This is an optimization exercise on Yosys and OpenROAD, whose aim is small area and a short achievable clock period, not a production implementation.
Where RTL was checked, it was by simulation tests only, not by an equivalence proof against the original.
No functional check of the RTL was part of run 6.
No activity file was given, so power comes from the tool's default toggle rates. The flow treats the clock pin as an ideal source, which a real chip does not have.

## flow/run.sh

```bash
#!/bin/bash
# Layout flow: the standard flow (standard.sh), with two changes.
#  1. Synthesis runs ORFS's own synthesis script except for the final ABC mapping: the
#     combinational cone of the lkp_ready outputs is mapped first, on its own, with a
#     speed script (abc_fast.script); the rest is then mapped with an area script
#     (abc_area.script) and without the half-adder extraction step. The registers come out
#     of the same steps as in the standard synthesis.
#  2. extra.mk adds ORFS settings: the port buffer cell, the clock tree options and a hook
#     (port_buffers.tcl) that enlarges the buffers on the lkp_ready path's ports.
# Each step's full output goes to a log file here; ORFS's own logs are under orfs/logs.
set -euo pipefail
WORK=$(pwd)
FL=$WORK/flow

# synth_core.tcl: ORFS's synth.tcl with the abc call replaced as described above
python3 - "$FLOW_HOME/scripts/synth.tcl" "$WORK/synth_core.tcl" <<'PY'
import sys
s = open(sys.argv[1]).read()
old = "  log_cmd abc {*}$abc_args\n"
assert s.count(old) == 1
new = """  select -set my_cone o:lkp_ready %cie* {t:$_*_} %i
  select -count @my_cone
  log_cmd abc -script $::env(MY_FAST_SCRIPT) {*}$lib_args {*}$lib_dont_use_args \\
    -constr $::env(OBJECTS_DIR)/abc.constr @my_cone
  log_cmd abc -script $::env(MY_ABC_SCRIPT) {*}$lib_args {*}$lib_dont_use_args \\
    -constr $::env(OBJECTS_DIR)/abc.constr
"""
open(sys.argv[2], "w").write(s.replace(old, new))
PY

sed "s|\$(FLOW_DIR_OF_VERSION)|$FL|" "$FL/extra.mk" >> config.mk

sed "s#SYNTH_SCRIPT=[^ ]*#SYNTH_SCRIPT=$FL/my_synth.tcl MY_FLOW_DIR=$WORK MY_ABC_SCRIPT=$FL/abc_area.script MY_FAST_SCRIPT=$FL/abc_fast.script#" \
    standard.sh > my_standard.sh
grep -q "MY_ABC_SCRIPT" my_standard.sh

bash my_standard.sh synth ADDER_MAP_FILE= > synth.log 2>&1
bash my_standard.sh finish > layout.log 2>&1
test -f out/final.def
```

## flow/abc_area.script

```
strash
&get -n
&fraig -x
&put
scorr
dc2
strash
&get -n
&dch -f
&nf -R 1000
&put
strash
dc2
&get -n
&dch -f
&nf -R 1000
&put
```

## flow/abc_fast.script

```
strash
&get -n
&st
&syn2
&if -g -K 6
&synch2
&nf
&put
buffer -c
topo
upsize -c
dnsize -c
```

## flow/extra.mk

```make
export BUFFER_PORTS_ARGS = -buffer_cell sky130_fd_sc_hd__buf_1
export POST_GLOBAL_PLACE_TCL = $(FLOW_DIR_OF_VERSION)/port_buffers.tcl
export CTS_ARGS = -sink_clustering_enable -repair_clock_nets -buf_list {sky130_fd_sc_hd__clkbuf_16} -root_buf sky130_fd_sc_hd__clkbuf_16 -sink_clustering_size 28 -sink_clustering_max_diameter 100 -dont_use_dummy_load
```

## flow/my_synth.tcl

```tcl
# synth_recipe.tcl with this flow's copy of the ORFS synthesis script (synth_core.tcl, made by
# run.sh), which differs from the original only in its ABC mapping script.
proc synth {args} { yosys synth -nofsm -noshare {*}$args }
source $::env(MY_FLOW_DIR)/synth_core.tcl
# left out here: clear keep_hierarchy, flatten, clean up, hide names made inside functions, write 1_2_yosys.v
```

## flow/port_buffers.tcl

```tcl
# Runs at the end of global placement (POST_GLOBAL_PLACE_TCL). The ports are buffered with
# buf_1; the buffers on the ports of the lkp_valid/resp_ready -> lkp_ready combinational
# path are made larger.
foreach port [get_ports {lkp_valid[*] resp_ready}] {
  set net [get_nets [get_full_name $port]]
  foreach pin [get_pins -of_objects $net -filter "direction==input"] {
    set inst [get_cells -of_objects $pin]
    puts "port [get_full_name $port]: [get_full_name $inst] -> sky130_fd_sc_hd__buf_4"
    replace_cell $inst sky130_fd_sc_hd__buf_4
  }
}
foreach port [get_ports {lkp_ready[*]}] {
  set net [get_nets [get_full_name $port]]
  foreach pin [get_pins -of_objects $net -filter "direction==output"] {
    set inst [get_cells -of_objects $pin]
    puts "port [get_full_name $port]: [get_full_name $inst] -> sky130_fd_sc_hd__buf_4"
    replace_cell $inst sky130_fd_sc_hd__buf_4
  }
}
estimate_parasitics -placement
```

## standard.sh

```bash
#!/bin/bash
# synth_recipe.tcl (not shown) runs the flow's synth.tcl, then flattens the netlist and writes it again
# the make line also repeats each setting of config.mk as NAME=value (left out here)
make -C /OpenROAD-flow-scripts/flow DESIGN_CONFIG=/design/flow/config.mk WORK_HOME=/design/flow/orfs CLKGATE_MAP_FILE= SYNTH_SCRIPT=/design/flow/synth_recipe.tcl "${@:-finish}"
```

## config.mk

```make
export PLATFORM = sky130hd
export DESIGN_NAME = router_lpm_mc
export DESIGN_NICKNAME = router_lpm_mc
export VERILOG_FILES = /design/flow/design.v
export SDC_FILE = /design/flow/constraint.sdc
export NUM_CORES = 4
export LEC_CHECK = 0
export ABC_AREA = 1
export CAP_MARGIN = 20
export CORE_MARGIN = 2
export CORE_UTILIZATION = 65
export PLACE_DENSITY = 0.75
export SLEW_MARGIN = 20
export BUFFER_PORTS_ARGS = -buffer_cell sky130_fd_sc_hd__buf_1
export POST_GLOBAL_PLACE_TCL = /design/flow/flow/port_buffers.tcl
export CTS_ARGS = -sink_clustering_enable -repair_clock_nets -buf_list {sky130_fd_sc_hd__clkbuf_16} -root_buf sky130_fd_sc_hd__clkbuf_16 -sink_clustering_size 28 -sink_clustering_max_diameter 100 -dont_use_dummy_load
```

## constraint.sdc

```tcl
create_clock -name core_clock -period 29.0 [get_ports {clk}]
set_input_delay 5.8000 -clock core_clock [delete_from_list [all_inputs] [get_ports {clk}]]
set_output_delay 5.8000 -clock core_clock [all_outputs]
set_load 0.01 [all_outputs]
```

## design.v

```verilog
module router_lpm_mc #(
   parameter int unsigned N_CH   = 4,
   parameter int unsigned DEPTH  = 16,
   parameter int unsigned PORT_W = 16,
   parameter int unsigned IP_W   = 32,
   localparam int unsigned CH_W  = (N_CH > 1) ? $clog2(N_CH) : 1,
   localparam int unsigned IDX_W = (DEPTH > 1) ? $clog2(DEPTH) : 1
) (
   input  logic                 clk,
   input  logic                 rst,
   input  logic [N_CH-1:0]      lkp_valid,
   output logic [N_CH-1:0]      lkp_ready,
   input  logic [N_CH*IP_W-1:0] lkp_dst_ip,
   output logic                 resp_valid,
   input  logic                 resp_ready,
   output logic [CH_W-1:0]      resp_ch,
   output logic                 resp_found,
   output logic                 resp_is_default,
   output logic [IDX_W-1:0]     resp_idx,
   output logic [PORT_W-1:0]    resp_out_port,
   output logic [IP_W-1:0]      resp_next_hop_ip,
   input  logic                 cfg_wr,
   input  logic [IDX_W-1:0]     cfg_idx,
   input  logic                 cfg_entry_valid,
   input  logic [IP_W-1:0]      cfg_prefix,
   input  logic [5:0]           cfg_prefix_len,
   input  logic [PORT_W-1:0]    cfg_out_port,
   input  logic [IP_W-1:0]      cfg_next_hop_ip,
   input  logic                 cfg_clear,
   output logic [31:0]          stat_lookups,
   output logic [31:0]          stat_misses
);
   localparam int unsigned DW = PORT_W + IP_W;    
   localparam int unsigned PW = IP_W - 4;
   localparam logic [5:0]  CODE_INV = 6'b100000;
   logic [PW-1:0] tbl_prefix_q [DEPTH];
   logic [5:0]    tbl_code_q   [DEPTH];
   logic [DW-1:0] tbl_data_q   [DEPTH];
   logic       tbl_kill;
   logic [5:0] code_wdata;
   assign tbl_kill = rst | cfg_clear;
   always_comb begin
      logic [3:0] p;
      p = cfg_prefix[3:0];
      if (cfg_prefix_len[5] || cfg_prefix_len == 6'd32) code_wdata = {2'b11, p[0], p[1], p[2], p[3]};
      else if (cfg_prefix_len == 6'd31)                 code_wdata = {3'b101, p[1], p[2], p[3]};
      else if (cfg_prefix_len == 6'd30)                 code_wdata = {4'b1001, p[2], p[3]};
      else if (cfg_prefix_len == 6'd29)                 code_wdata = {5'b10001, p[3]};
      else                                              code_wdata = cfg_prefix_len;
      if (tbl_kill | ~cfg_entry_valid) code_wdata = CODE_INV;
   end
   for (genvar i = 0; i < DEPTH; i++) begin : g_tbl
      logic we;
      assign we = cfg_wr & ~cfg_clear & (cfg_idx == IDX_W'(i));
      always_ff @(posedge clk) begin
         if (we | tbl_kill) tbl_code_q[i] <= code_wdata;
         if (we) begin
            tbl_prefix_q[i] <= cfg_prefix[IP_W-1:4];
            tbl_data_q[i]   <= {cfg_out_port, cfg_next_hop_ip};
         end
      end
   end
   logic            stall, grant_vld;
   logic [CH_W-1:0] rr_q, rr_next;
   logic [N_CH-1:0] gnt;
   assign stall     = resp_valid & ~resp_ready;
   assign grant_vld = |lkp_valid;
   always_comb begin
      logic [N_CH-1:0] ahead;
      for (int unsigned c = 0; c < N_CH; c++) begin
         for (int unsigned j = 0; j < N_CH; j++)
            ahead[j] = (CH_W'(CH_W'(j) - rr_q) < CH_W'(CH_W'(c) - rr_q));
         gnt[c] = lkp_valid[c] & ~|(ahead & lkp_valid);
      end
   end
   assign lkp_ready = stall ? '0 : gnt;
   logic [CH_W-1:0] gnt_ch;
   logic [IP_W-1:0] gnt_ip;
   always_comb begin
      logic [N_CH-1:0] rot;
      logic [CH_W-1:0] first;
      for (int unsigned k = 0; k < N_CH; k++) rot[k] = lkp_valid[CH_W'(rr_q + CH_W'(k))];
      first = '0;
      for (int k = N_CH - 1; k >= 0; k--)
         if (rot[k]) first = CH_W'(k);
      gnt_ch = rr_q + first;
   end
   assign rr_next = gnt_ch + 1'b1;
   always_comb begin
      gnt_ip = '0;
      for (int unsigned c = 0; c < N_CH; c++)
         if (gnt_ch == CH_W'(c)) gnt_ip = lkp_dst_ip[c * IP_W +: IP_W];
   end
   logic            s1_valid_q;
   logic [CH_W-1:0] s1_ch;
   logic [IP_W-1:0] s1_ip_q;
   assign s1_ch = rr_q - 1'b1;
   always_ff @(posedge clk) begin
      if (rst) begin
         rr_q       <= '0;
         s1_valid_q <= 1'b0;
      end else if (!stall) begin
         s1_valid_q <= grant_vld;
         if (grant_vld) rr_q <= rr_next;
      end
      if (!stall && grant_vld) s1_ip_q <= gnt_ip;
   end
   logic [DEPTH-1:0] match;
   for (genvar i = 0; i < DEPTH; i++) begin : g_match
      logic [5:0]    code;
      logic [4:0]    len;       
      logic [PW-1:0] diff;
      logic [3:0]    full, part, miss, care_lo;
      logic [7:0]    lead;
      logic          valid, miss_lo;
      assign code  = tbl_code_q[i];
      assign valid = ~(code[5] & ~|code[4:1]);
      assign len   = code[5] ? 5'd28 : code[4:0];
      assign diff  = s1_ip_q[IP_W-1:4] ^ tbl_prefix_q[i];
      always_comb begin
         for (int unsigned a = 0; a < 4; a++) begin
            full[a] = (len[4:3] > 2'(a));
            part[a] = (len[4:3] == 2'(a));
         end
         for (int unsigned b = 0; b < 8; b++) lead[b] = (len[2:0] > 3'(b));
         for (int unsigned a = 0; a < 4; a++) begin
            logic any_d, lead_d;
            any_d  = 1'b0;
            lead_d = 1'b0;
            for (int unsigned b = 0; b < 8; b++) begin
               if (8*a + b < PW) begin
                  any_d  = any_d | diff[PW-1-8*a-b];
                  lead_d = lead_d | (diff[PW-1-8*a-b] & lead[b]);
               end
            end
            miss[a] = (full[a] & any_d) | (part[a] & lead_d);
         end
         care_lo[0] = code[5] & |code[4:1];
         care_lo[1] = code[5] & |code[4:2];
         care_lo[2] = code[5] & |code[4:3];
         care_lo[3] = code[5] & code[4];
         miss_lo = 1'b0;
         for (int unsigned j = 0; j < 4; j++)
            miss_lo = miss_lo | (care_lo[j] & (s1_ip_q[3-j] ^ code[j]));
      end
      assign match[i] = valid & ~|miss & ~miss_lo;
   end
   function automatic logic len_gt(input logic [5:0] a, input logic [5:0] b);
      len_gt = 1'b0;
      for (int unsigned k = 0; k < 6; k++)
         len_gt = (a[k] & ~b[k]) | (~(a[k] ^ b[k]) & len_gt);
   endfunction
   localparam int unsigned NN = 2 * DEPTH - 1;
   logic             t_hit [NN];
   logic             t_win [NN];
   logic [5:0]       t_len [NN];
   logic [IDX_W-1:0] t_idx [NN];
   for (genvar i = 0; i < DEPTH; i++) begin : g_leaf
      assign t_hit[DEPTH-1+i] = match[i];
      assign t_len[DEPTH-1+i] = tbl_code_q[i];
      assign t_idx[DEPTH-1+i] = IDX_W'(i);
   end
   for (genvar n = DEPTH - 2; n >= 0; n--) begin : g_node
      logic pick_b;
      assign pick_b       = t_hit[2*n+2] & (~t_hit[2*n+1] | len_gt(t_len[2*n+2], t_len[2*n+1]));
      assign t_hit[n]     = t_hit[2*n+1] | t_hit[2*n+2];
      assign t_len[n]     = pick_b ? t_len[2*n+2] : t_len[2*n+1];
      assign t_idx[n]     = pick_b ? t_idx[2*n+2] : t_idx[2*n+1];
      assign t_win[2*n+1] = t_win[n] & ~pick_b;
      assign t_win[2*n+2] = t_win[n] & pick_b;
   end
   assign t_win[0] = t_hit[0];
   logic [DW-1:0] win_dat;
   always_comb begin
      win_dat = '0;
      for (int unsigned i = 0; i < DEPTH; i++)
         if (t_win[DEPTH-1+i]) win_dat = win_dat | tbl_data_q[i];
   end
   logic             resp_valid_q, resp_found_q, resp_dflt_q;
   logic [CH_W-1:0]  resp_ch_q;
   logic [IDX_W-1:0] resp_idx_q;
   logic [DW-1:0]    resp_dat_q;
   logic [31:0]      stat_lookups_q, stat_misses_q;
   always_ff @(posedge clk) begin
      if (rst)         resp_valid_q <= 1'b0;
      else if (!stall) resp_valid_q <= s1_valid_q;
      if (!stall && s1_valid_q) begin
         resp_ch_q    <= s1_ch;
         resp_found_q <= t_hit[0];
         resp_dflt_q  <= t_hit[0] & (t_len[0] == 6'd0);
         resp_idx_q   <= t_idx[0];
         resp_dat_q   <= win_dat;
      end
   end
   always_ff @(posedge clk) begin
      if (rst) begin
         stat_lookups_q <= '0;
         stat_misses_q  <= '0;
      end else if (resp_valid_q && resp_ready) begin
         stat_lookups_q <= stat_lookups_q + 32'd1;
         if (!resp_found_q) stat_misses_q <= stat_misses_q + 32'd1;
      end
   end
   assign resp_valid       = resp_valid_q;
   assign resp_ch          = resp_ch_q;
   assign resp_found       = resp_found_q;
   assign resp_is_default  = resp_dflt_q;
   assign resp_idx         = resp_idx_q;
   assign {resp_out_port, resp_next_hop_ip} = resp_dat_q;
   assign stat_lookups     = stat_lookups_q;
   assign stat_misses      = stat_misses_q;
endmodule
```

==> results of run 1 <==
[worst max-delay path: stages]
cell and delay, ps:
buf_4 130, nand2b_4 60, and3b_1 150, o311a_1 290, buf_4 140
[worst paths after layout]
check / startpoint / endpoint / cells past startpoint
max: lkp_valid[2] / lkp_ready[0] / 5
max reg2reg: s1_ip_q[29]$_DFFE_PP_ / resp_dat_q[10]$_DFFE_PP_ / 41
min reg2reg: stat_misses_q[30]$_SDFFE_PP0P_ / stat_misses_q[30]$_SDFFE_PP0P_ / 1
min: stat_misses_q[30]$_SDFFE_PP0P_ / stat_misses_q[30]$_SDFFE_PP0P_ / 1
[per-stage QoR]
stage               worst slack [ps]  utilization  cells
floorplan                      16560            -   4016
global placement               16440        0.699   5700
detailed placement             16620        0.699   5701
CTS                            16630        0.715   5759
global route                   16590        0.716   5763
finish                         16620        0.716   5769
[kinds of logic after synthesis]
group | count (synthesis)
flip-flops | 1468
AND/OR/NAND/NOR | 964
AO/OA/AOI/OAI | 961
XOR/XNOR | 470
buffers and inverters | 83
multiplexers | 49
adder cells (fa/ha/maj) | 21
[layer usage]
metal  share of wire  up-vias  global-route usage  routed length (um)
met4           0.064        8               0.225               11800
met5         0.00031        -                   0                  57
met1            0.35    20120               0.514               64800
li1                -    17191                   -                   -
met2            0.45     3215               0.592               84000
met3            0.13      590              0.0802               23900
[cells in the mapped netlist (12+ instances only)]
cell type,number,share of area
a211oi_1,24,0.0030
a21oi_1,203,0.017
a221oi_1,61,0.0089
a222oi_1,229,0.038
a22o_1,42,0.0061
a22oi_1,25,0.0031
a31oi_1,16,0.0017
and2_0,26,0.0027
and3_1,80,0.0083
clkinv_1,80,0.0050
dfxtp_1,68,0.023
edfxtp_1,1400,0.70
maj3_1,21,0.0035
mux2i_1,43,0.0071
nand2_1,210,0.013
nand2b_1,27,0.0028
nand3_1,76,0.0063
nand4_1,51,0.0053
nor2_1,257,0.016
nor2b_1,27,0.0028
nor3_1,106,0.0088
nor4_1,32,0.0033
o2111ai_1,14,0.0020
o21a_1,24,0.0030
o21ai_0,158,0.013
o221ai_1,20,0.0029
o22ai_1,73,0.0076
o41ai_1,12,0.0017
or2_0,12,0.0012
or3_1,19,0.0020
or4_1,12,0.0015
xnor2_1,245,0.036
xor2_1,225,0.033
[registers in the layout, summed over array words and instances (netlist names)]
| name | flops |
|---|---|
| resp_valid_q | 1 |
| resp_found_q | 1 |
| resp_idx_q | 4 |
| resp_dflt_q | 1 |
| stat_lookups_q | 32 |
| stat_misses_q | 32 |
| s1_ip_q | 32 |
| resp_dat_q | 48 |
| resp_ch_q | 2 |
| s1_valid_q | 1 |
| rr_q | 2 |
| tbl_prefix_q | 448 |
| tbl_data_q | 768 |
| tbl_code_q | 96 |
[area by class of cell]
cell class | count | area, um^2 | area share
antenna | 9 | 22.5 | 0.000343
tap | 1243 | 1560 | 0.0237
inverter | 83 | 312 | 0.00474
clock buffer | 58 | 1450 | 0.0221
sequential | 1468 | 43400 | 0.661
timing repair buffer | 443 | 2100 | 0.0320
multi-input combinational | 2465 | 16900 | 0.257
[power by group through the flow]
| stage | logic, W | registers [W] | clock network [W] |
|---|---|---|---|
| final | 0.00130 | 0.00246 | 0.000952 |
| after floorplan | 0.000629 | 0.00263 | 0 |
| after CTS | 0.00126 | 0.00246 | 0.000956 |
| after global routing | 0.00136 | 0.00247 | 0.00102 |
| after detailed placement | 0.00125 | 0.00251 | 0 |
| after global placement | 0.00124 | 0.00251 | 0 |
[cell usage in the layout, fill, tap and decap left out, types with 16 or more instances in the layout]
master	synthesis	routed
a211oi_1	24	22
a21oi_1	203	202
a221oi_1	61	61
a222oi_1	229	229
a22o_1	42	42
a22oi_1	25	25
a31oi_1	16	16
and2_0	26	24
and3_1	80	78
buf_1	0	314
buf_4	0	97
clkbuf_16	0	58
clkbuf_2	0	29
clkinv_1	80	80
dfxtp_1	68	68
edfxtp_1	1400	1400
maj3_1	21	21
mux2i_1	43	43
nand2_1	210	210
nand2b_1	27	27
nand3_1	76	76
nand4_1	51	51
nor2_1	257	235
nor2_4	0	20
nor2b_1	27	23
nor3_1	106	101
nor4_1	32	32
o21a_1	24	24
o21ai_0	158	158
o221ai_1	20	20
o22ai_1	73	73
or3_1	19	19
xnor2_1	245	245
xor2_1	225	225
==> metrics.csv, run 1 <==
metric,value,unit
final setup vio count,0,
total gr overflow,0,
status,"complete, no violations",
"Seq/Total Area, Yosys",0.720,
Critical Path Start Type,input port,
fin crit share,0.427,
R2R setup slack,17520,ps
synthesized area,60300,um^2
final instance area,65700,um^2
"Slew Viols, Final",0,
Worst Tran Pin Value,1250,ps
Comb pwr share,0.276,
Worst EP required,23200,ps
DR iter-0 viols,7169,
Post-Syn Area per Cell,15.0,um^2
Switching Power,0.00153,W
Total GRT Usage,0.385,
CTS tree,built,
Synth Area in Compound Gates,0.116,
Final ANT Viol Nets,0,
Num CTS Buffers,58,
leakage power,20.6,nW
layout filler cell count,6111,
global-route wire length before repair,260,mm
IR Drop Worst-Case VDD,71.7,uV
Clock Pin Slew Worst Setup and Hold Paths,110,ps
Die Width,309,um
Min-Delay Path Class,flip-flop to flip-flop,
CP max FO,7,
Max Cap Viol,0,
final hold violation count,0,
Synth Area in Simple Gates,0.0783,
Async SR Flop Fraction,0,
input/output buffers,352,
num ports,353,
Final Critical Period,12380,ps
DR vias/cell,7.13,
Syn-to-layout area delta,9.01,%
Fin Hold WS,505,ps
Slew Limit Headroom,0.162,
PostCTS Resize Cnt,0,
Crit. End Element,primary output,
nets,4747,
clk sinks,1468,
Fmax achieved,80.8,MHz
# H-tree levels,2,
Fin Setup TNS,0,ps
cts hold-fix bufs,0,
"flops & latches, synth",1468,
vias in the first global route,37860,
routed via count,41124,
layout cells sized above 1,0.0509,
clock root cell,clkbuf_16,
Sw Ratio,0.325,
Initial Util,0.657,
pwr dens,71.8,nW/um^2
Worst Clk Skew,91.9,ps
Synth Area in Adders,0.00349,
drt pass-1 iters,14,
routed wire length,185,mm
Cells after Synth,4016,
Total Power,0.00472,W
Ys Warns,8,
DRC viols,0,
Area after DPL,64200,um^2
Wirelength per Cell,32.0,um
critical path class,input port to primary output,
largest net degree at the start of global routing,70,
Site Rows,111,
Main synth FF type,edfxtp_1,
main combinational cell family by area after synthesis,compound AO/OA/AOI/OAI gates,
# Post-CTS Setup Buffers,0,
clock latency on the worst-skew pair,710,ps
Die Ht,309,um
initial antenna violation count,9,
hpwl dp,103,mm
Mapped Nets,4244,
die area,95200,um^2
internal power,0.00318,W
clock network power share,0.202,
core area,91800,um^2
"Distinct cells, synth",64,
unrepaired setup endpoints after global routing,false,
Worst EP arrival,6580,ps
Synth Area in XOR/XNOR,0.0683,
number of flops mapped to enable cells by yosys,1400,
Sequential Power Share,0.522,
Clock Path Buffers,3,
mux contribution to synthesized area,0.00826,
==> run 2: changes to the inputs <==
==> flow/abc_area.script (replaced) <==
strash
&get -n
&fraig -x
&put
scorr
dc2
strash
&get -n
&dch -f
&nf -R 1000
&put
strash
&get -n
&dch -f
&nf -R 1000
&put
strash
&get -n
&dch -f
&nf -R 1000
&put
==> flow/abc_fast.script (replaced) <==
strash
dch
map -D 10
buffer -c
upsize -c
dnsize -c
==> metrics.csv, run 2 <==
metric,value,unit
total gr overflow,0,
Ys Warns,8,
clk sinks,1468,
Async SR Flop Fraction,0,
"Distinct cells, synth",71,
R2R setup slack,16930,ps
nets,4768,
# H-tree levels,2,
Reg with most FFs,tbl_data_q,
Worst Hold Path Cells,2,
final setup vio count,0,
RR Startpoint,s1_ip_q[8]$_DFFE_PP_,
WHS Endpoint,stat_misses_q[19]$_SDFFE_PP0P_,
routed via count,41510,
Die Width,309,um
# Post-CTS Setup Buffers,0,
Layout Utilization,0.718,
pwr dens,73.6,nW/um^2
Clock Path Buffers,3,
DR vias/cell,7.17,
Wirelength per Cell,33.5,um
drt pass-1 iters,10,
"Seq/Total Area, Yosys",0.719,
Min-Delay Path Class,flip-flop to flip-flop,
Site Rows,111,
Syn-to-layout area delta,9.22,%
global-route wire length before repair,270,mm
Fin Setup TNS,0,ps
Cells after Synth,4022,
Worst Clk Skew,76.6,ps
num ports,353,
CTS tree,built,
Critical Path Start Type,input port,
Post-Syn Area per Cell,15.0,um^2
vias in the first global route,38508,
RR Endpoint,resp_dat_q[47]$_DFFE_PP_,
cts hold-fix bufs,0,
clock latency on the worst-skew pair,730,ps
Final Critical Period,12240,ps
Mapped Nets,4250,
commonest cells in the netlist,"1400 x edfxtp_1, 250 x nor2_1, 238 x xor2_1",
hold_sp,stat_misses_q[19]$_SDFFE_PP0P_,
Worst EP required,23200,ps
Final ANT Viol Nets,0,
Die Ht,309,um
Num CTS Buffers,59,
Main synth FF type,edfxtp_1,
DR iter-0 viols,7534,
most frequent cell after synthesis,edfxtp_1,
Worst EP arrival,6440,ps
DRC viols,0,
layout cells sized above 1,0.0549,
final hold violation count,0,
IR Drop Worst-Case VDD,72.8,uV
hpwl dp,111,mm
CP max FO,6,
Yosys top cell by area,edfxtp_1,
Initial Util,0.657,
die area,95300,um^2
top flop regs,"tbl_data_q: 768 flops, tbl_prefix_q: 448 flops, tbl_code_q: 96 flops",
leakage power,20.8,nW
"Slew Viols, Final",0,
synthesized area,60300,um^2
"flops & latches, synth",1468,
Total GRT Usage,0.404,
Max Cap Viol,0,
core area,91800,um^2
routed wire length,194,mm
largest net degree at the start of global routing,70,
Worst Tran Pin Value,1160,ps
Clock Pin Slew Worst Setup and Hold Paths,100,ps
critical path class,input port to primary output,
highest-count cells in the layout ignoring fill and taps,"1400 x edfxtp_1, 314 x buf_1, 238 x xor2_1",
fin crit share,0.422,
Slew Limit Headroom,0.225,
initial antenna violation count,18,
unrepaired setup endpoints after global routing,false,
Worst Reg-to-Reg Cells,46,
clock root cell,clkbuf_16,
status,"complete, no violations",
"commonest non-fill, non-tap cell in the layout",edfxtp_1,
number of flip-flops in the largest register,768,
PostCTS Resize Cnt,0,
top post-synthesis cells by area,"edfxtp_1 70%, a222oi_1 3.7%, xor2_1 3.5%, xnor2_1 3.3%, dfxtp_1 2.3%",
Fmax achieved,81.7,MHz
input/output buffers,352,
number of flops mapped to enable cells by yosys,1400,
Crit. End Element,primary output,
Yosys top cell area share,0.697,
Fin Hold WS,503,ps
## run 2: critical path, cell delays in order
cell	delay [ps]
buf_4	140
a21oi_1	130
o21ai_1	80
a21oi_1	150
buf_4	140
## run 2: how the worst max path moves through the flow
stage	start	cells past startpoint	to	slack [ps]
6_report	lkp_valid[3]	5	lkp_ready[2]	16760
3_3_place_gp	lkp_valid[0]	5	lkp_ready[1]	16700
4_1_cts	lkp_valid[3]	5	lkp_ready[2]	16760
2_1_floorplan	cfg_clear	4	tbl_code_q[0][0]$_DFFE_PP_	16560
3_5_place_dp	lkp_valid[3]	5	lkp_ready[2]	16770
5_1_grt	s1_ip_q[31]$_DFFE_PP_	45	resp_dat_q[47]$_DFFE_PP_	16370
## run 2: final cells by class
| type | count | area [um^2] |
|---|---|---|
| timing repair buffer | 457 | 2230 |
| clock buffer | 59 | 1480 |
| multi-input combinational | 2469 | 16900 |
| fill | 6065 | 25900 |
| antenna | 7 | 17.5 |
| inverter | 85 | 319 |
| sequential | 1468 | 43400 |
| tap | 1243 | 1560 |
## run 2: power by group
part           switching, W  total (W)  internal [W]
sequential        0.0000874    0.00251       0.00242
clock              0.000596   0.000960      0.000364
combinational      0.000942    0.00138      0.000439
total               0.00163    0.00485       0.00323
## run 2: layer usage
| layer | vias to the layer above | track usage | part of all wire |
|---|---|---|---|
| met2 | 3510 | 0.610 | 0.44 |
| li1 | 17275 | - | - |
| met4 | 8 | 0.245 | 0.070 |
| met1 | 20003 | 0.547 | 0.35 |
| met3 | 714 | 0.0856 | 0.14 |
| met5 | - | 0 | 0.00031 |
## run 2: logic make-up after synthesis
| logic type | synth area share |
|---|---|
| xor gates and xnor gates | 0.0678 |
| muxes | 0.00753 |
| AOI/OAI and AO/OA | 0.115 |
| buffers and inverters | 0.00529 |
| adders and majority gates | 0.00614 |
| DFF | 0.719 |
| and+or+nand+nor | 0.0789 |
## run 2: metrics by stage
step	setup slack, ps	instance area [um^2]	instances	total power [W]
finish	16760	65900	5788	0.00485
detailed placement	16770	64400	5719	0.00389
CTS	16760	65800	5778	0.00481
global route	16370	65900	5782	0.00498
floorplan	16560	60300	4022	0.00331
global placement	16700	64300	5718	0.00388
==> run 3: changes to the inputs <==
--- a/config.mk
+++ b/config.mk
@@ -8,8 +8,8 @@
 export ABC_AREA = 1
 export CAP_MARGIN = 20
 export CORE_MARGIN = 2
-export CORE_UTILIZATION = 65
-export PLACE_DENSITY = 0.75
+export CORE_UTILIZATION = 55
+export PLACE_DENSITY = 0.7
 export SLEW_MARGIN = 20
 export BUFFER_PORTS_ARGS = -buffer_cell sky130_fd_sc_hd__buf_1
 export POST_GLOBAL_PLACE_TCL = /design/flow/flow/port_buffers.tcl
==> metrics.csv, run 3 <==
metric,value,unit
Die Width,335,um
"flops & latches, synth",1468,
final hold violation count,0,
worst stage delay on the critical path,820,ps
Slew Limit Headroom,0.199,
Min-Delay Path Class,flip-flop to flip-flop,
Clock Path Buffers,3,
Total GRT Usage,0.348,
# H-tree levels,2,
Ys Warns,8,
Main synth FF type,edfxtp_1,
top post-synthesis cells by area,"edfxtp_1 70%, a222oi_1 3.7%, xor2_1 3.5%, xnor2_1 3.3%, dfxtp_1 2.3%",
routed via count,41243,
Area after DPL,64500,um^2
vias in the first global route,38270,
"commonest non-fill, non-tap cell in the layout",edfxtp_1,
Initial Util,0.554,
die area,112000,um^2
fin crit share,0.436,
Fin Setup TNS,0,ps
final instance area,66100,um^2
PostCTS Resize Cnt,0,
# Post-CTS Setup Buffers,0,
layout filler cell count,8325,
"Distinct cells, synth",71,
Worst Clk Skew,93.3,ps
Yosys top cell area share,0.697,
pwr dens,73.9,nW/um^2
routed wire length,199,mm
Syn-to-layout area delta,9.53,%
Reg with most FFs,tbl_data_q,
clk sinks,1468,
input/output buffers,352,
commonest cells in the netlist,"1400 x edfxtp_1, 250 x nor2_1, 238 x xor2_1",
nets,4768,
highest-count cells in the layout ignoring fill and taps,"1400 x edfxtp_1, 314 x buf_1, 238 x xor2_1",
Clock Pin Slew Worst Setup and Hold Paths,110,ps
critical path class,flip-flop to flip-flop,
"Slew Viols, Final",0,
CP most frequent cell,maj3_1,
Worst EP required,29600,ps
Worst Tran Pin Value,1200,ps
clock root cell,clkbuf_16,
num ports,353,
DRC viols,0,
clock latency on the worst-skew pair,750,ps
final setup vio count,0,
Worst EP arrival,13240,ps
slowest library cell on the worst path,nor3_2,
hpwl dp,113,mm
largest net degree at the start of global routing,70,
DR iter-0 viols,7091,
leakage power,20.7,nW
WP buf/inv,6,
Fmax achieved,79.1,MHz
Final ANT Viol Nets,0,
layout cells sized above 1,0.0546,
Final Critical Period,12640,ps
DR vias/cell,6.92,
unrepaired setup endpoints after global routing,false,
global-route wire length before repair,277,mm
Post-Syn Area per Cell,15.0,um^2
most frequent cell after synthesis,edfxtp_1,
Crit path max-delay family,simple AND/OR/NAND/NOR gates,
total gr overflow,0,
Critical Path Start Type,flip-flop,
Wirelength per Cell,33.4,um
IR Drop Worst-Case VDD,62.5,uV
Site Rows,121,
Die Ht,335,um
Max Cap Viol,0,
Async SR Flop Fraction,0,
initial antenna violation count,9,
drt pass-1 iters,10,
cts hold-fix bufs,0,
Mapped Nets,4250,
"Seq/Total Area, Yosys",0.719,
Num CTS Buffers,60,
number of flip-flops in the largest register,768,
Cells after Synth,4022,
top flop regs,"tbl_data_q: 768 flops, tbl_prefix_q: 448 flops, tbl_code_q: 96 flops",
Yosys top cell by area,edfxtp_1,
synthesized area,60300,um^2
Crit. End Element,flip-flop,
CTS tree,built,
status,"complete, no violations",
CP max FO,28,
core area,109000,um^2
number of flops mapped to enable cells by yosys,1400,
[run 3: metrics by stage]
| stage | setup WS, ps | hold slack (ps) | instances | total power [W] | util |
|---|---|---|---|---|---|
| 6_report | 16360 | 492 | 5962 | 0.00488 | 0.607 |
| 5_1_grt | 15710 | 533 | 5952 | 0.00502 | 0.607 |
| 4_1_cts | 16710 | 499 | 5951 | 0.00484 | 0.607 |
| 3_5_place_dp | 16730 | 480 | 5891 | 0.00390 | 0.593 |
| 3_3_place_gp | 16730 | 470 | 5891 | 0.00390 | 0.592 |
| 2_1_floorplan | 16560 | 471 | 4022 | 0.00331 | - |
[run 3: power by group]
part | switching, W | leakage [nW] | internal [W]
clock network | 0.000611 | 0.739 | 0.000370
logic | 0.000976 | 6.60 | 0.000437
registers | 0.0000647 | 13.4 | 0.00242
[run 3: layout make-up]
type,count,area (um^2),share of cell area
Antenna cell,10,25.0,0.000379
Clock buffer,60,1500,0.0227
Inverter,85,319,0.00483
Multi-Input combinational cell,2469,16900,0.255
Sequential cell,1468,43400,0.657
Tap cell,1414,1770,0.0268
Timing Repair Buffer,456,2190,0.0332
[run 3: final timing paths]
check | from | slack, ps | depth (start not counted) | to
worst max register to register | s1_ip_q[8]$_DFFE_PP_ | 16360 | 46 | resp_dat_q[22]$_DFFE_PP_
worst max-delay path | s1_ip_q[8]$_DFFE_PP_ | 16360 | 46 | resp_dat_q[22]$_DFFE_PP_
worst min-delay path | stat_lookups_q[9]$_SDFFE_PP0P_ | 490 | 1 | stat_lookups_q[9]$_SDFFE_PP0P_
worst min register to register | stat_lookups_q[9]$_SDFFE_PP0P_ | 490 | 1 | stat_lookups_q[9]$_SDFFE_PP0P_
[run 3: worst register-to-register path: cells and delay by family, from the launching register on]
family          cells  cell delay [ps]
buf+inv             6             2340
fa+ha+maj           8             2860
simple gates       15             3540
flops               1              340
mux                 3              850
compound gates     14             2630
[run 3: logic make-up (layout without fill, tap and decap cells)]
group	Yosys count	in the layout	synth area share
flip-flops	1468	1468	0.719
AND/OR/NAND/NOR	966	966	0.0789
AO/OA/AOI/OAI	954	954	0.115
XOR/XNOR	467	467	0.0678
buffers and inverters	85	601	0.00529
multiplexers	45	45	0.00753
adder cells (fa/ha/maj)	37	37	0.00614
other	0	10	0
[run 3: routing by layer]
metal,routed length [um],GRT usage,vias to the layer above
li1,-,-,17266
met1,74200,0.474,20526
met2,90500,0.540,2934
met3,24400,0.0728,513
met4,9830,0.163,4
met5,27,0,-
==> run 4: changes to the inputs <==
==> flow/abc_area.script (replaced) <==
strash
&get -n
&fraig -x
&put
scorr
dc2
strash
&get -n
&dch -f
&nf -R 1000
&put
strash
dc2
&get -n
&dch -f
&nf -R 1000
&put
==> metrics.csv, run 4 <==
metric,value,unit
Site Rows,121,
most frequent cell after synthesis,edfxtp_1,
DR vias/cell,6.91,
Final ANT Viol Nets,0,
IR Drop Worst-Case VDD,76.2,uV
leakage power,20.6,nW
Fin Hold WS,506,ps
core area,109000,um^2
Final Critical Period,12210,ps
# H-tree levels,2,
vias in the first global route,38117,
Syn-to-layout area delta,9.44,%
DRC viols,0,
Ys Warns,8,
Worst Hold Path Cells,2,
clock latency on the worst-skew pair,740,ps
Main synth FF type,edfxtp_1,
total gr overflow,0,
CP max FO,6,
routed wire length,197,mm
"Distinct cells, synth",67,
fin crit share,0.421,
final worst slack,16790,ps
highest-count cells in the layout ignoring fill and taps,"1400 x edfxtp_1, 314 x buf_1, 245 x xnor2_1",
Slew Limit Headroom,0.164,
Wirelength per Cell,33.1,um
die area,112000,um^2
largest net degree at the start of global routing,70,
CTS tree,built,
Worst EP arrival,6410,ps
Yosys top cell by area,edfxtp_1,
nets,4758,
Die Width,335,um
num ports,353,
status,"complete, no violations",
Mapped Nets,4249,
routed via count,41103,
Place WS,16790,ps
critical path class,input port to primary output,
Die Ht,335,um
final setup vio count,0,
# Post-CTS Setup Buffers,0,
top post-synthesis cells by area,"edfxtp_1 70%, a222oi_1 3.8%, xnor2_1 3.6%, xor2_1 3.3%, dfxtp_1 2.3%",
input/output buffers,352,
Fmax achieved,81.9,MHz
initial antenna violation count,8,
drt pass-1 iters,15,
"Slew Viols, Final",0,
clk sinks,1468,
Total Power,0.00474,W
Async SR Flop Fraction,0,
"flops & latches, synth",1468,
global-route wire length before repair,273,mm
Num CTS Buffers,60,
commonest cells in the netlist,"1400 x edfxtp_1, 253 x nor2_1, 245 x xnor2_1",
layout cells sized above 1,0.0530,
Worst Reg-to-Reg Cells,39,
Post-Syn Area per Cell,15.0,um^2
Cells after Synth,4021,
Crit. End Element,primary output,
Layout Utilization,0.606,
Reg with most FFs,tbl_data_q,
DR iter-0 viols,7563,
synthesized area,60300,um^2
Worst Clk Skew,78.1,ps
"commonest non-fill, non-tap cell in the layout",edfxtp_1,
layout filler cell count,8369,
final hold violation count,0,
PostCTS Resize Cnt,0,
Max Cap Viol,0,
Worst EP required,23200,ps
Clock Path Buffers,3,
hpwl dp,111,mm
Yosys top cell area share,0.697,
Total GRT Usage,0.344,
clock root cell,clkbuf_16,
number of flops mapped to enable cells by yosys,1400,
number of flip-flops in the largest register,768,
Min-Delay Path Class,flip-flop to flip-flop,
pwr dens,71.9,nW/um^2
Clock Pin Slew Worst Setup and Hold Paths,90,ps
Worst Tran Pin Value,1250,ps
Fin Setup TNS,0,ps
R2R setup slack,17200,ps
Critical Path Start Type,input port,
cts hold-fix bufs,0,
unrepaired setup endpoints after global routing,false,
Initial Util,0.554,
top flop regs,"tbl_data_q: 768 flops, tbl_prefix_q: 448 flops, tbl_code_q: 96 flops",
"Seq/Total Area, Yosys",0.720,
## run 4: changes by cell type in the layout (fill, tap and decap cells not counted), sizes merged, moves of 9 or more
cell,delta
nand3,-15
maj3,-16
xnor2,+16
nor3,-15
nand4,+15
buf,-9
xor2,-14
## run 4: path summary, 6_finish.rpt
path	to	start
setup / recovery	lkp_ready[2]	lkp_valid[3]
hold / removal	stat_misses_q[8]$_SDFFE_PP0P_	stat_misses_q[8]$_SDFFE_PP0P_
setup reg to reg	resp_dat_q[24]$_DFFE_PP_	s1_ip_q[20]$_DFFE_PP_
hold reg to reg	stat_misses_q[8]$_SDFFE_PP0P_	stat_misses_q[8]$_SDFFE_PP0P_
## run 4: power breakdown
part | internal [W] | total [W] | switching [W]
Clock | 0.000370 | 0.000979 | 0.000609
Sequential | 0.00241 | 0.00248 | 0.0000725
Combinational | 0.000403 | 0.00128 | 0.000877
Total | 0.00319 | 0.00474 | 0.00156
## run 4: worst max-delay path: stages
cell,delay [ps]
buf_4,130
a21oi_1,130
o21ai_1,80
a21oi_1,130
buf_4,140
## run 4: kinds of logic (layout without fill, tap and decap cells)
logic type | count (synthesis) | count (layout) | share of synthesized area
mux | 49 | 49 | 0.00826
compound gates | 964 | 964 | 0.117
flops | 1468 | 1468 | 0.720
xor+xnor | 469 | 469 | 0.0681
simple gates | 963 | 963 | 0.0783
fa+ha+maj | 21 | 21 | 0.00349
buf+inv | 87 | 594 | 0.00542
other cells | 0 | 5 | 0
## run 4: cell type report
class,instances,area (um^2),area share
sequential,1468,43400,0.658
multi-input combinational,2466,16900,0.256
timing repair buffer,447,2110,0.0320
tap,1414,1770,0.0268
clock buffer,60,1500,0.0228
inverter,87,327,0.00495
antenna,5,12.5,0.000190
## run 4: metrics by stage
| step | instances | instance area [um^2] |
|---|---|---|
| 6_report | 5947 | 66000 |
| 5_1_grt | 5943 | 66000 |
| 4_1_cts | 5940 | 65900 |
| 3_5_place_dp | 5880 | 64400 |
| 3_3_place_gp | 5880 | 64400 |
| 2_1_floorplan | 4021 | 60300 |
## run 4: metal layers
| layer | part of all wire | vias to the layer above | GRT usage |
|---|---|---|---|
| met5 | 0.00012 | - | 0 |
| met4 | 0.061 | 4 | 0.173 |
| met2 | 0.45 | 3146 | 0.533 |
| met3 | 0.13 | 497 | 0.0710 |
| met1 | 0.36 | 20234 | 0.465 |
| li1 | - | 17222 | - |
==> run 5: changes to the inputs <==
==> flow/abc_fast.script (replaced) <==
strash
&get -n
&st
&syn2
&if -g -K 6
&synch2
&nf
&put
buffer -c
topo
upsize -c
dnsize -c
--- a/config.mk
+++ b/config.mk
@@ -6,11 +6,11 @@
 export NUM_CORES = 4
 export LEC_CHECK = 0
 export ABC_AREA = 1
-export CAP_MARGIN = 20
+export CAP_MARGIN = 5
 export CORE_MARGIN = 2
 export CORE_UTILIZATION = 55
 export PLACE_DENSITY = 0.7
-export SLEW_MARGIN = 20
+export SLEW_MARGIN = 5
 export BUFFER_PORTS_ARGS = -buffer_cell sky130_fd_sc_hd__buf_1
 export POST_GLOBAL_PLACE_TCL = /design/flow/flow/port_buffers.tcl
 export CTS_ARGS = -sink_clustering_enable -repair_clock_nets -buf_list {sky130_fd_sc_hd__clkbuf_16} -root_buf sky130_fd_sc_hd__clkbuf_16 -sink_clustering_size 28 -sink_clustering_max_diameter 100 -dont_use_dummy_load
==> metrics.csv, run 5 <==
metric,value,unit
drt pass-1 iters,11,
"commonest non-fill, non-tap cell in the layout",edfxtp_1,
register area,43400,um^2
Final ANT Viol Nets,0,
Worst Reg-to-Reg Cells,41,
Worst Hold Path Cells,1,
"flops & latches, synth",1468,
"Distinct cells, synth",64,
R2R setup slack,17200,ps
clock latency on the worst-skew pair,730,ps
layout cells sized above 1,0.0526,
Total GRT Usage,0.345,
Min-Delay Path Class,flip-flop to flip-flop,
Wirelength per Cell,32.9,um
cts hold-fix bufs,0,
number of flip-flops in the largest register,768,
"Seq/Total Area, Yosys",0.720,
IR Drop Worst-Case VDD,77.3,uV
DR iter-0 viols,7636,
nets,4758,
final hold violation count,0,
RR Endpoint,resp_dat_q[6]$_DFFE_PP_,
pwr dens,72.6,nW/um^2
vias in the first global route,38266,
Worst Clk Skew,103,ps
routed via count,41363,
Final Critical Period,12380,ps
PostCTS Resize Cnt,0,
global-route wire length before repair,275,mm
Post-Syn Area per Cell,15.0,um^2
DR vias/cell,6.95,
Worst Tran Pin Value,1200,ps
Worst EP arrival,6580,ps
# H-tree levels,2,
Initial Util,0.554,
total gr overflow,0,
Yosys top cell area share,0.698,
Crit. End Element,primary output,
Clock Pin Slew Worst Setup and Hold Paths,90,ps
Site Rows,121,
num ports,353,
Mapped Nets,4244,
RR Startpoint,s1_ip_q[10]$_DFFE_PP_,
Fin Setup TNS,0,ps
input/output buffers,352,
status,"complete, no violations",
Num CTS Buffers,60,
Die Ht,335,um
critical path class,input port to primary output,
initial antenna violation count,17,
highest-count cells in the layout ignoring fill and taps,"1400 x edfxtp_1, 315 x buf_1, 245 x xnor2_1",
# Post-CTS Setup Buffers,0,
most frequent cell after synthesis,edfxtp_1,
hold_sp,stat_lookups_q[30]$_SDFFE_PP0P_,
CP max FO,7,
fin crit share,0.427,
Async SR Flop Fraction,0,
Fmax achieved,80.8,MHz
synthesized area,60300,um^2
"Slew Viols, Final",0,
largest net degree at the start of global routing,70,
multi-input logic area,16800,um^2
core area,109000,um^2
Fin Hold WS,497,ps
number of flops mapped to enable cells by yosys,1400,
top flop regs,"tbl_data_q: 768 flops, tbl_prefix_q: 448 flops, tbl_code_q: 96 flops",
unrepaired setup endpoints after global routing,false,
Die Width,335,um
Reg with most FFs,tbl_data_q,
clock root cell,clkbuf_16,
DRC viols,0,
Main synth FF type,edfxtp_1,
CTS tree,built,
Clock Path Buffers,3,
die area,112000,um^2
layout filler cell count,8285,
clk sinks,1468,
commonest cells in the netlist,"1400 x edfxtp_1, 257 x nor2_1, 245 x xnor2_1",
Max Cap Viol,0,
top post-synthesis cells by area,"edfxtp_1 70%, a222oi_1 3.8%, xnor2_1 3.6%, xor2_1 3.3%, dfxtp_1 2.3%",
WHS Endpoint,stat_lookups_q[30]$_SDFFE_PP0P_,
Syn-to-layout area delta,9.47,%
hpwl dp,110,mm
Cells after Synth,4016,
Cells after DPL,5882,
leakage power,20.6,nW
Yosys top cell by area,edfxtp_1,
routed wire length,196,mm
Ys Warns,8,
Slew Limit Headroom,0.194,
"non-filler cells, final",5953,
final setup vio count,0,
Worst EP required,23200,ps
Critical Path Start Type,input port,
run 5: worst max-delay path: stages:
cell	delay [ps]
buf_4	130
nand2b_4	60
and3b_1	160
o311a_1	280
buf_4	140
run 5: kinds of logic after synthesis:
family,after synthesis,synth area share
xor gates and xnor gates,470,0.0683
AOI/OAI and AO/OA,961,0.116
adders and majority gates,21,0.00349
and+or+nand+nor,964,0.0783
DFF,1468,0.720
muxes,49,0.00826
buffers and inverters,83,0.00517
run 5: power by group:
group / leakage, nW / internal, W / total [W] / switching [W]
combinational: 6.50 / 0.000411 / 0.00130 / 0.000886
clock: 0.739 / 0.000370 / 0.000981 / 0.000611
sequential: 13.4 / 0.00241 / 0.00251 / 0.0000970
run 5: worst max path at each step:
stage                 start                    endpoint  slack (ps)  cells after the start
2_1_floorplan     cfg_clear  tbl_code_q[0][0]$_DFFE_PP_       16560                      4
3_3_place_gp   lkp_valid[2]                lkp_ready[0]       16450                      5
3_5_place_dp   lkp_valid[2]                lkp_ready[0]       16630                      5
4_1_cts        lkp_valid[2]                lkp_ready[0]       16620                      5
5_1_grt        lkp_valid[2]                lkp_ready[0]       16570                      5
6_report       lkp_valid[2]                lkp_ready[0]       16620                      5
run 5: per-layer routing:
metal  global-route usage  wire, um  vias up
li1                     -         -    17225
met3               0.0732     25600      462
met5                    0        12        -
met2                0.529     88200     3090
met1                0.484     73400    20584
met4                0.140      8440        2
run 5: layout make-up:
| class | instances | share of cell area |
|---|---|---|
| flip-flops and latches | 1468 | 0.658 |
| diodes | 11 | 0.000417 |
| clock buffers | 60 | 0.0228 |
| inverters | 83 | 0.00472 |
| multi-input cells | 2465 | 0.255 |
| repair buffers | 452 | 0.0324 |
| well taps | 1414 | 0.0268 |
run 5: per-stage QoR:
| step | power [W] | utilization | area (um^2) | setup WS (ps) |
|---|---|---|---|---|
| 3_3_place_gp | 0.00380 | 0.593 | 64400 | 16450 |
| 2_1_floorplan | 0.00326 | - | 60300 | 16560 |
| 5_1_grt | 0.00493 | 0.607 | 66000 | 16570 |
| 4_1_cts | 0.00475 | 0.607 | 66000 | 16620 |
| 6_report | 0.00479 | 0.607 | 66000 | 16620 |
| 3_5_place_dp | 0.00381 | 0.593 | 64500 | 16630 |
==> run 6: changes to the inputs <==
--- a/design.v
+++ b/design.v
@@ -74,18 +74,18 @@
       end
    end
    assign lkp_ready = stall ? '0 : gnt;
+   always_comb begin
+      rr_next = '0;
+      for (int unsigned c = 0; c < N_CH; c++)
+         if (gnt[c]) rr_next = rr_next | CH_W'(c + 1);
+   end
    logic [CH_W-1:0] gnt_ch;
    logic [IP_W-1:0] gnt_ip;
    always_comb begin
-      logic [N_CH-1:0] rot;
-      logic [CH_W-1:0] first;
-      for (int unsigned k = 0; k < N_CH; k++) rot[k] = lkp_valid[CH_W'(rr_q + CH_W'(k))];
-      first = '0;
-      for (int k = N_CH - 1; k >= 0; k--)
-         if (rot[k]) first = CH_W'(k);
-      gnt_ch = rr_q + first;
-   end
-   assign rr_next = gnt_ch + 1'b1;
+      gnt_ch = '0;
+      for (int unsigned c = 0; c < N_CH; c++)
+         if (gnt[c]) gnt_ch = gnt_ch | CH_W'(c);
+   end
    always_comb begin
       gnt_ip = '0;
       for (int unsigned c = 0; c < N_CH; c++)
--- a/config.mk
+++ b/config.mk
@@ -6,11 +6,11 @@
 export NUM_CORES = 4
 export LEC_CHECK = 0
 export ABC_AREA = 1
-export CAP_MARGIN = 5
+export CAP_MARGIN = 20
 export CORE_MARGIN = 2
 export CORE_UTILIZATION = 55
 export PLACE_DENSITY = 0.7
-export SLEW_MARGIN = 5
+export SLEW_MARGIN = 20
 export BUFFER_PORTS_ARGS = -buffer_cell sky130_fd_sc_hd__buf_1
 export POST_GLOBAL_PLACE_TCL = /design/flow/flow/port_buffers.tcl
 export CTS_ARGS = -sink_clustering_enable -repair_clock_nets -buf_list {sky130_fd_sc_hd__clkbuf_16} -root_buf sky130_fd_sc_hd__clkbuf_16 -sink_clustering_size 28 -sink_clustering_max_diameter 100 -dont_use_dummy_load
==> metrics.csv, run 6 <==
metric,value,unit
status,"complete, no violations",
routed wire length,192,mm
Worst EP required,23200,ps
DR iter-0 viols,7403,
RR Endpoint,resp_dat_q[18]$_DFFE_PP_,
Num CTS Buffers,60,
num ports,353,
R2R setup slack,17240,ps
Fmax achieved,80.4,MHz
"Slew Viols, Final",0,
Total GRT Usage,0.336,
final setup vio count,0,
top flop regs,"tbl_data_q: 768 flops, tbl_prefix_q: 448 flops, tbl_code_q: 96 flops",
Main synth FF type,edfxtp_1,
worst stage delay on the critical path,270,ps
Syn-to-layout area delta,9.55,%
number of flops mapped to enable cells by yosys,1400,
"Distinct cells, synth",71,
Clock Pin Slew Worst Setup and Hold Paths,100,ps
largest net degree at the start of global routing,70,
Worst Hold Path Cells,1,
Fin Hold WS,491,ps
RR Startpoint,s1_ip_q[10]$_DFFE_PP_,
Slew Limit Headroom,0.176,
final instance area,66200,um^2
Yosys top cell by area,edfxtp_1,
Fin Setup TNS,0,ps
number of flip-flops in the largest register,768,
hpwl dp,106,mm
CP most frequent cell,buf_4,
Min-Delay Path Class,flip-flop to flip-flop,
IR Drop Worst-Case VDD,53.6,uV
layout filler cell count,8283,
Worst Reg-to-Reg Cells,43,
commonest cells in the netlist,"1400 x edfxtp_1, 250 x nor2_1, 240 x xnor2_1",
hold_sp,stat_lookups_q[31]$_SDFFE_PP0P_,
Ys Warns,8,
critical path class,input port to primary output,
"Seq/Total Area, Yosys",0.718,
# Post-CTS Setup Buffers,0,
top post-synthesis cells by area,"edfxtp_1 70%, xnor2_1 3.5%, xor2_1 3.3%, a222oi_1 2.4%, dfxtp_1 2.3%",
cts hold-fix bufs,0,
Yosys top cell area share,0.696,
Final Critical Period,12440,ps
Initial Util,0.555,
total gr overflow,0,
Crit. End Element,primary output,
Async SR Flop Fraction,0,
synthesized area,60400,um^2
routed via count,41057,
most frequent cell after synthesis,edfxtp_1,
Critical Path Start Type,input port,
Worst Clk Skew,90.5,ps
CTS tree,built,
drt pass-1 iters,12,
clock latency on the worst-skew pair,750,ps
final hold violation count,0,
die area,113000,um^2
initial antenna violation count,13,
Die Ht,335,um
CP max FO,8,
fin crit share,0.429,
Site Rows,121,
Max Cap Viol,0,
Clock Path Buffers,3,
clock root cell,clkbuf_16,
Post-Syn Area per Cell,14.9,um^2
global-route wire length before repair,269,mm
DR vias/cell,6.85,
"commonest non-fill, non-tap cell in the layout",edfxtp_1,
clk sinks,1468,
slowest library cell on the worst path,o211a_1,
Mapped Nets,4293,
PostCTS Resize Cnt,0,
"flops & latches, synth",1468,
layout cells sized above 1,0.0533,
Worst EP arrival,6640,ps
unrepaired setup endpoints after global routing,false,
input/output buffers,352,
nets,4808,
"critical path, cell by cell",buf_4 > o21ai_0 > o211a_1 > and2_1 > buf_4,
vias in the first global route,38200,
pwr dens,61.5,nW/um^2
# H-tree levels,2,
Reg with most FFs,tbl_data_q,
Cells after Synth,4065,
Wirelength per Cell,32.1,um
leakage power,20.7,nW
highest-count cells in the layout ignoring fill and taps,"1400 x edfxtp_1, 314 x buf_1, 240 x xnor2_1",
Worst Tran Pin Value,1230,ps
WHS Endpoint,stat_lookups_q[31]$_SDFFE_PP0P_,
Area after DPL,64600,um^2
DRC viols,0,
core area,109000,um^2
Final ANT Viol Nets,0,
Die Width,335,um
==> run 6: changes by cell type in the layout (fill, tap and decap cells not counted), moves of 21 or more <==
cell / change
nand2_1: +21
nand4_1: +26
a222oi_1: -85
and4_1: +22
a22oi_1: +135
and3_1: -44
==> run 6: cells by family after synthesis <==
logic type | Yosys count | synth area share
flops | 1468 | 0.718
compound gates | 1009 | 0.118
simple gates | 988 | 0.0821
xor+xnor | 468 | 0.0678
buf+inv | 77 | 0.00478
mux | 34 | 0.00565
fa+ha+maj | 21 | 0.00348
==> run 6: cell type report <==
class / instances / area [um^2] / share of cell area
inverter: 77 / 289 / 0.00437
sequential: 1468 / 43400 / 0.656
clock buffer: 60 / 1500 / 0.0227
multi-input combinational: 2520 / 17100 / 0.258
antenna: 4 / 10.0 / 0.000151
tap: 1414 / 1770 / 0.0267
timing repair buffer: 453 / 2180 / 0.0329
==> run 6: critical path, delay by kind of cell <==
family | cells | cell delay [ps]
buf+inv | 2 | 260
simple gates | 1 | 150
compound gates | 2 | 430
==> run 6: stage by stage <==
stage	std cells	utilization	total power [W]	setup slack (ps)
2_1_floorplan	4065	-	0.00282	16560
3_3_place_gp	5929	0.594	0.00310	16470
3_5_place_dp	5929	0.594	0.00311	16570
4_1_cts	5989	0.608	0.00405	16560
5_1_grt	5993	0.608	0.00418	16450
6_report	5996	0.608	0.00407	16560
==> run 6: where the power goes <==
part | internal (W) | total [W] | switching, W
Clock | 0.000370 | 0.000982 | 0.000612
Combinational | 0.000205 | 0.000655 | 0.000451
Sequential | 0.00238 | 0.00243 | 0.0000513
==> run 6: worst max-delay path by stage <==
stage                       from                    endpoint  slack (ps)
global placement    lkp_valid[0]                lkp_ready[1]       16470
global route        lkp_valid[0]                lkp_ready[1]       16450
CTS                 lkp_valid[0]                lkp_ready[1]       16560
detailed placement  lkp_valid[0]                lkp_ready[1]       16570
floorplan              cfg_clear  tbl_code_q[0][0]$_DFFE_PP_       16560
finish              lkp_valid[0]                lkp_ready[1]       16560
==> run 6: per-layer routing <==
metal,wire (um),vias to the layer above,track usage
li1,-,17339,-
met1,70200,20251,0.449
met2,88100,2959,0.528
met3,24100,500,0.0713
met4,9940,8,0.158
met5,56,-,0
==> run 7: changes to the inputs <==
--- a/design.v
+++ b/design.v
@@ -74,18 +74,18 @@
       end
    end
    assign lkp_ready = stall ? '0 : gnt;
-   always_comb begin
-      rr_next = '0;
-      for (int unsigned c = 0; c < N_CH; c++)
-         if (gnt[c]) rr_next = rr_next | CH_W'(c + 1);
-   end
    logic [CH_W-1:0] gnt_ch;
    logic [IP_W-1:0] gnt_ip;
    always_comb begin
-      gnt_ch = '0;
-      for (int unsigned c = 0; c < N_CH; c++)
-         if (gnt[c]) gnt_ch = gnt_ch | CH_W'(c);
-   end
+      logic [N_CH-1:0] rot;
+      logic [CH_W-1:0] first;
+      for (int unsigned k = 0; k < N_CH; k++) rot[k] = lkp_valid[CH_W'(rr_q + CH_W'(k))];
+      first = '0;
+      for (int k = N_CH - 1; k >= 0; k--)
+         if (rot[k]) first = CH_W'(k);
+      gnt_ch = rr_q + first;
+   end
+   assign rr_next = gnt_ch + 1'b1;
    always_comb begin
       gnt_ip = '0;
       for (int unsigned c = 0; c < N_CH; c++)
==> flow/abc_fast.script (replaced) <==
strash
dch
map -D 10
buffer -c
upsize -c
dnsize -c
==> flow/port_buffers.tcl (replaced) <==
# Runs at the end of global placement (POST_GLOBAL_PLACE_TCL). The ports are buffered with
# buf_1; the buffers on the ports of the lkp_valid/resp_ready -> lkp_ready combinational
# path are made larger.
foreach port [get_ports {lkp_valid[*] resp_ready}] {
  set net [get_nets [get_full_name $port]]
  foreach pin [get_pins -of_objects $net -filter "direction==input"] {
    set inst [get_cells -of_objects $pin]
    puts "port [get_full_name $port]: [get_full_name $inst] -> sky130_fd_sc_hd__buf_8"
    replace_cell $inst sky130_fd_sc_hd__buf_8
  }
}
foreach port [get_ports {lkp_ready[*]}] {
  set net [get_nets [get_full_name $port]]
  foreach pin [get_pins -of_objects $net -filter "direction==output"] {
    set inst [get_cells -of_objects $pin]
    puts "port [get_full_name $port]: [get_full_name $inst] -> sky130_fd_sc_hd__buf_8"
    replace_cell $inst sky130_fd_sc_hd__buf_8
  }
}
estimate_parasitics -placement
==> metrics.csv, run 7 <==
metric,value,unit
status,"complete, no violations",
fin crit share,0.422,
critical path class,input port to primary output,
clock latency on the worst-skew pair,760,ps
DRC viols,0,
"Slew Viols, Final",0,
Main synth FF type,edfxtp_1,
RR Startpoint,s1_ip_q[20]$_DFFE_PP_,
Ys Warns,8,
Yosys top cell by area,edfxtp_1,
"flops & latches, synth",1468,
leakage power,20.7,nW
Clock Path Buffers,3,
number of flops mapped to enable cells by yosys,1400,
Critical Path Start Type,input port,
Total GRT Usage,0.344,
"Distinct cells, synth",67,
CTS tree,built,
vias in the first global route,37891,
pwr dens,71.9,nW/um^2
Num CTS Buffers,60,
core area,109000,um^2
final hold violation count,0,
Yosys top cell area share,0.697,
"Seq/Total Area, Yosys",0.720,
Post-Syn Area per Cell,15.0,um^2
nets,4759,
Worst Tran Pin Value,1190,ps
drt pass-1 iters,9,
die area,112000,um^2
largest net degree at the start of global routing,70,
worst stage delay on the critical path,200,ps
Syn-to-layout area delta,9.64,%
clk sinks,1468,
IR Drop Worst-Case VDD,84.8,uV
total gr overflow,0,
cts hold-fix bufs,0,
routed wire length,196,mm
layout filler cell count,8280,
num ports,353,
Clock Pin Slew Worst Setup and Hold Paths,50,ps
Initial Util,0.554,
CP max FO,6,
final setup vio count,0,
Crit. End Element,primary output,
Max Cap Viol,0,
Worst EP required,23200,ps
Worst EP arrival,6430,ps
Async SR Flop Fraction,0,
clock root cell,clkbuf_16,
unrepaired setup endpoints after global routing,false,
Wirelength per Cell,33.0,um
routed via count,41273,
commonest cells in the netlist,"1400 x edfxtp_1, 253 x nor2_1, 245 x xnor2_1",
input/output buffers,352,
PostCTS Resize Cnt,0,
Slew Limit Headroom,0.203,
Layout Utilization,0.607,
Cells after Synth,4021,
number of flip-flops in the largest register,768,
Final Critical Period,12230,ps
Final ANT Viol Nets,0,
Die Width,335,um
"commonest non-fill, non-tap cell in the layout",edfxtp_1,
top post-synthesis cells by area,"edfxtp_1 70%, a222oi_1 3.8%, xnor2_1 3.6%, xor2_1 3.3%, dfxtp_1 2.3%",
DR vias/cell,6.93,
slowest library cell on the worst path,a21oi_1,
DR iter-0 viols,7277,
Site Rows,121,
top flop regs,"tbl_data_q: 768 flops, tbl_prefix_q: 448 flops, tbl_code_q: 96 flops",
Worst Clk Skew,103,ps
Reg with most FFs,tbl_data_q,
hpwl dp,111,mm
global-route wire length before repair,273,mm
# H-tree levels,2,
hold_sp,s1_valid_q$_SDFFE_PP0N_,
layout cells sized above 1,0.0534,
Crit path max-delay family,compound AO/OA/AOI/OAI gates,
Fmax achieved,81.8,MHz
synthesized area,60300,um^2
"critical path, cell by cell",buf_8 > a21oi_1 > o21ai_1 > a21oi_1 > buf_8,
Die Ht,335,um
Min-Delay Path Class,flip-flop to flip-flop,
WP buf/inv,2,
highest-count cells in the layout ignoring fill and taps,"1400 x edfxtp_1, 314 x buf_1, 245 x xnor2_1",
initial antenna violation count,11,
most frequent cell after synthesis,edfxtp_1,
Fin Setup TNS,0,ps
crit path launch,lkp_valid[3],
Mapped Nets,4249,
# Post-CTS Setup Buffers,0,
[run 7: changes by cell type in the layout (fill, tap and decap cells not counted), sizes merged, moves of 15 or more]
| cell | before | now |
|---|---|---|
| and4 | 23 | 1 |
| nand3 | 60 | 77 |
| a22oi | 160 | 25 |
| a222oi | 144 | 229 |
| and3 | 35 | 80 |
| nand4 | 77 | 51 |
| a221oi | 45 | 60 |
[run 7: layout make-up]
type / instances / area, um^2 / share of cell area
sequential: 1468 / 43400 / 0.657
multi-input combinational: 2466 / 16900 / 0.255
timing repair buffer: 448 / 2210 / 0.0334
tap: 1414 / 1770 / 0.0268
clock buffer: 60 / 1500 / 0.0227
inverter: 87 / 327 / 0.00494
antenna: 15 / 37.5 / 0.000568
[run 7: final timing paths]
path | to | slack (ps) | depth (start not counted)
max | lkp_ready[2] | 16770 | 5
min | s1_valid_q$_SDFFE_PP0N_ | 500 | 2
max reg2reg | resp_dat_q[11]$_DFFE_PP_ | 17200 | 39
min reg2reg | s1_valid_q$_SDFFE_PP0N_ | 500 | 2
[run 7: routing by layer]
layer,vias up,wire [um],global-route usage
met5,-,107,0
met4,10,9780,0.160
met3,477,25200,0.0721
met2,3110,89000,0.531
met1,20432,72300,0.471
li1,17244,-,-
[run 7: cell families (layout without fill, tap and decap cells)]
kind of cell | Yosys count | count (layout) | share of synthesized area
DFF | 1468 | 1468 | 0.720
AOI/OAI and AO/OA | 964 | 964 | 0.117
and+or+nand+nor | 963 | 963 | 0.0783
xor gates and xnor gates | 469 | 469 | 0.0681
buffers and inverters | 87 | 595 | 0.00542
muxes | 49 | 49 | 0.00826
adders and majority gates | 21 | 21 | 0.00349
other | 0 | 15 | 0
[run 7: power by group]
group	internal [W]	switching, W
Clock	0.000370	0.000616
Sequential	0.00241	0.0000727
Combinational	0.000405	0.000877
[run 7: per-stage QoR]
step                      hold WS, ps  instance area, um^2  setup WS [ps]  total power (W)  cells
after floorplan                   471                60300          16560          0.00324   4021
after global placement            466                64400          16670          0.00376   5880
after detailed placement          489                64500          16750          0.00377   5880
after CTS                         503                66000          16750          0.00472   5940
after global routing              527                66100          16630          0.00489   5950
final                             502                66100          16770          0.00475   5958
[run 7: worst reg2reg max path: cells and delay by family (launching register included)]
kind / cells / cell delay, ps
AOI/OAI and AO/OA: 14 / 2710
xor gates and xnor gates: 1 / 140
adders and majority gates: 4 / 1440
buffers and inverters: 3 / 1400
DFF: 1 / 1040
muxes: 3 / 850
and+or+nand+nor: 14 / 4070

==> afterwards: timing with drivers on the ports <==
The flow's constraints put no driver on any port. The routed layouts listed below were extracted and timed again, unchanged, in two steps. Step 1 assumes that a clkbuf_16 drives the clock port and a buf_2 every other input. Step 2 times the ports against the registers' clock, not the clock port: input delays grow and output delays shrink by t, the midpoint of the rising clock arrivals with the driver on. Three values: ideal, step 1, step 2; two values: the first two.
| run | shift t [ns] | setup WS [ns] | worst setup path after step 2 |
|---|---|---|---|
| run 1 | 0.746 | 16.623 / 16.594 / 16.594 | input to output |
| run 2 | 0.765 | 16.756 / 16.732 / 16.732 | input to output |
| run 3 | 0.785 | 16.357 / 16.357 / 16.357 | register to register |
| run 4 | 0.781 | 16.794 / 16.765 / 16.765 | input to output |
| run 5 | 0.760 | 16.619 / 16.589 / 16.589 | input to output |
| run 6 | 0.783 | 16.558 / 16.523 / 16.523 | input to output |
| run 7 | 0.785 | 16.771 / 16.729 / 16.729 | input to output |
After both steps setup and hold are still met in every run listed. For run 7, which loses most, drivers alone change the setup slack by -0.042 ns; drivers and shift together by -0.042 ns.
